What follows belongs to an exercise in optimizing a design on an open flow for small area, a short achievable clock period and few clock cycles per item; a production flow would make more cautious choices.
Only simulation tests tie the RTL to the original design; equivalence was not proved.

==> run a: inputs <==
Design gaussian_rbf_kernel_core, start of the top module:
module gaussian_rbf_kernel_core (
    input  wire logic                          clk,
    input  wire logic                          rst_n,
    input  wire logic                          pair_valid,
    output logic                               pair_ready,
    input  wire logic [gbk_pkg::COORD_W-1:0]   pair_coord_a,
    input  wire logic [gbk_pkg::COORD_W-1:0]   pair_coord_b,
    input  wire logic                          pair_last,
    output logic                               result_valid,
    input  wire logic                          result_ready,
    output logic      [gbk_pkg::KERNEL_W-1:0]  result_kernel_value,
    output logic      [gbk_pkg::DIST_W-1:0]    result_sq_distance,
    input  wire logic                          cfg_valid,
    output logic                               cfg_ready,
    input  wire logic [gbk_pkg::INV_W-1:0]     cfg_inv_bandwidth
);
clock: 11.0 ns
lec_check: 0
cap_margin: 20
core_margin: 2
core_utilization: 40
slew_margin: 20
synth_memory_max_bits: 16384
run.sh (not shown) runs the stock make flow with config.mk's settings and CLKGATE_MAP_FILE= SYNTH_SCRIPT=/design/flow/synth_recipe.tcl, a recipe that flattens the netlist after the stock synthesis.
==> run b (differences from run a) <==
--- a/flow/config.mk
+++ b/flow/config.mk
@@ -9,4 +9,3 @@
 export CORE_MARGIN = 2
 export CORE_UTILIZATION = 40
 export SLEW_MARGIN = 20
-export SYNTH_MEMORY_MAX_BITS = 16384
==> impl_results.md <==
- Ys Warns: 7
- First Err: ERROR: TCL interpreter returned an error: Source files actually used in the design:
- Status: stopped before the end
- Exit stage: 1_2_yosys
the above is filed under run b

==> impl_results.md <==
- Status: timing/DRC/antenna clean
- Post-CTS setup buffers: 0
- Ys Warns: 7
- Sequential share of cell area: 0.223
the above is filed under run a

Testbench counts of run a, summed over its fixed seeds: cycles 8,135, items 512.
Testbench counts of run b, summed over its fixed seeds: cycles 8,135, items 512.

* * *

==> 06-28: inputs <==
gaussian_rbf_kernel_core, a different RTL version from the one above (not shown whole).
export LEC_CHECK = 0
export CAP_MARGIN = 20
export CORE_MARGIN = 2
export CORE_UTILIZATION = 40
export SLEW_MARGIN = 20
export SYNTH_HIERARCHICAL = 1
export SYNTH_MEMORY_MAX_BITS = 16384
create_clock -name core_clock -period 11.0 [get_ports {clk}]
standard.sh (not shown) runs the stock make flow with config.mk's settings and CLKGATE_MAP_FILE= SYNTH_SCRIPT=/design/flow/synth_recipe.tcl, a recipe that flattens the netlist after the stock synthesis.
==> flow/flow/run.sh <==
#!/bin/bash
set -euo pipefail
bash standard.sh SETUP_SLACK_MARGIN=6 finish > standard_flow.log 2>&1
==> 12-17: changes against 06-28 <==
==> flow/flow/run.sh (replaced) <==
#!/bin/bash
set -euo pipefail
bash standard.sh SETUP_SLACK_MARGIN=5.7 finish > standard_flow.log 2>&1
==> comparison <==
In 06-28 the via count is larger than in 12-17, by about 1.2%. Flip-flop and latch count is the same in 06-28 and 12-17. Between 12-17 and 06-28, the lower clock-buffer cell count is in 12-17 (gap 3). In die area, 06-28 and 12-17 do not differ. Against 06-28, the first-iteration DRC count of 12-17 is smaller by about 5%. Routed wire length: 06-28 is larger than 12-17 (4.6%). Between 06-28 and 12-17, the lower final cell count is in 12-17 (gap about 1.4%, measured against 12-17).
Testbench counts of 06-28, summed over its fixed seeds: cycles 7,772, items 512.
Testbench counts of 12-17, summed over its fixed seeds: cycles 7,772, items 512.

* * *

==> exp/yarrow: inputs <==
gaussian_rbf_kernel_core, a different RTL version from the one above (not shown whole).
make LEC_CHECK=0 CAP_MARGIN=20 CORE_MARGIN=2 CORE_UTILIZATION=40 SLEW_MARGIN=20 SYNTH_HIERARCHICAL=1 SYNTH_MEMORY_MAX_BITS=16384 finish   # period 11.0 ns
run.sh (not shown) runs the stock make flow with config.mk's settings and CLKGATE_MAP_FILE= SYNTH_SCRIPT=/design/flow/synth_recipe.tcl, a recipe that flattens the netlist after the stock synthesis.
Stock flow here: none of the scripts above is used.
==> inputs of exp/lagoon, as changes to exp/yarrow <==
SETUP_SLACK_MARGIN = 5   (was not set)
==> run_results.csv <==
group,metric,value,unit
worst_setup_path,cp_num_buf_inv,0,
finish,fin_cells,6487,
timing,clock_skew,0.03565,ns
timing,worst_slack,5.213,ns
outcome,status,"timing/DRC/antenna clean",
worst_setup_path,crit_fanout,14,
worst_setup_path,r2r-start,"u_seq.a_reg[12]$_DFFE_PP_",
finish,multi_input_area_share,61.79,%
finish,nonClkBufAreaFrac,4.637,%
worst_setup_path,rr_endpoint,"u_seq.ra[5]$_DFF_P_",
route,vias_per_cell,6.688,
worst_setup_path,crit_path_top_delay_cell,"edfxtp_1",
global_route,grt_pass1_wl,304600,µm
route,dr_wl_met2,86490,µm
finish,syn_to_final_growth,7.909,%
route,detailedRoute.firstIterationViolations,6474,
global_route,met2_usage,49.17,%
finish,seq-cell-share,25.21,%
the above is filed under exp/lagoon

==> run_results.csv <==
group,metric,value,unit
worst_setup_path,r2r-start,"u_seq.b_one[3]$_DFF_P_",
finish,syn_to_final_growth,7.559,%
worst_setup_path,rr_endpoint,"u_seq.p_reg[40]$_DFF_P_",
route,detailedRoute.firstIterationViolations,6676,
finish,nonClkBufAreaFrac,4.369,%
worst_setup_path,crit_path_top_delay_cell,"o41ai_1",
finish,seq-cell-share,25.28,%
route,dr_wl_met2,86370,µm
finish,multi_input_area_share,61.97,%
worst_setup_path,crit_fanout,18,
route,vias_per_cell,6.692,
finish,fin_cells,6471,
worst_setup_path,cp_num_buf_inv,1,
outcome,status,"timing/DRC/antenna clean",
timing,clock_skew,0.03155,ns
worst_setup_path,ff2ff_setup_slack,4.83,ns
global_route,met2_usage,49.03,%
the above is filed under exp/yarrow

Testbench counts of exp/yarrow, summed over its fixed seeds: cycles 7,937, items 512.
Testbench counts of exp/lagoon, summed over its fixed seeds: cycles 7,937, items 512.

* * *

==> inputs of build 27 <==
Another version of the RTL of gaussian_rbf_kernel_core (not shown whole).
Settings: LEC_CHECK=0, CAP_MARGIN=20, CORE_MARGIN=2, CORE_UTILIZATION=40, SLEW_MARGIN=20, SYNTH_HIERARCHICAL=1, SYNTH_MEMORY_MAX_BITS=16384; clock period 11.0 ns.
standard.sh (not shown) runs the stock make flow with config.mk's settings and CLKGATE_MAP_FILE= SYNTH_SCRIPT=/design/flow/synth_recipe.tcl, a recipe that flattens the netlist after the stock synthesis.
==> flow/flow/run.sh <==
#!/bin/bash
set -euo pipefail
bash standard.sh SETUP_SLACK_MARGIN=6 finish > standard_flow.log 2>&1
==> trial 74: changes against build 27 <==
==> flow/flow/run.sh (replaced) <==
#!/bin/bash
set -euo pipefail
bash standard.sh SETUP_SLACK_MARGIN=7 finish > standard_flow.log 2>&1
==> trial 86: changes against build 27 <==
==> flow/run.sh (new file) <==
#!/bin/bash
# synth_recipe.tcl (not shown) runs the flow's synth.tcl, then flattens the netlist and writes it again
# the make line also repeats each setting of config.mk as NAME=value (left out here)
make -C /OpenROAD-flow-scripts/flow DESIGN_CONFIG=/design/flow/config.mk WORK_HOME=/design/flow/orfs CLKGATE_MAP_FILE= SYNTH_SCRIPT=/design/flow/synth_recipe.tcl finish
removed: flow/flow/run.sh
removed: flow/standard.sh
==> comparison <==
- Via count: build 27 is lower than trial 74 (about 2.3%).
- Against trial 86, the core utilization of trial 74 is higher by 5.3 points.
- Critical path depth: trial 86 < build 27 < trial 74.
- Maximum frequency: trial 86 < build 27 < trial 74.
- Final area: trial 86 is lower than build 27 (5.0%).
- In trial 86 the global-route usage is lower than in build 27, by 0.95 points.
Testbench counts of build 27, summed over its fixed seeds: cycles 7,937, items 512.
Testbench counts of trial 74, summed over its fixed seeds: cycles 7,937, items 512.
Testbench counts of trial 86, summed over its fixed seeds: cycles 7,937, items 512.

-- afterwards: timing with drivers on the ports --
Ports are ideal in the flow. The routed layouts listed here were re-timed in OpenROAD.
Step 1, drivers: a clkbuf_16 drives clk and a buf_2 each remaining input, both assumed.
Step 2 also shifts input and output timing later by t, the mid clock arrival at the registers, as if the neighbouring blocks saw the same clock.
Slacks: no drivers / after step 1 / after step 2; pairs: no drivers / after step 1.
run	shift t [ns]	setup slack, ns	worst setup path at the end
run a	0.673	1.714 / 1.714 / 1.714	register to register
06-28	0.690	5.813 / 5.813 / 5.813	register to register
12-17	0.674	5.322 / 5.322 / 5.322	register to register
exp/yarrow	0.692	4.834 / 4.834 / 4.834	register to register
exp/lagoon	0.690	5.213 / 5.213 / 5.213	register to register
build 27	0.725	5.921 / 5.921 / 5.921	register to register
trial 74	0.712	5.936 / 5.936 / 5.936	register to register
trial 86	0.709	4.858 / 4.858 / 4.858	register to register
After both steps setup and hold are still met in every run listed.
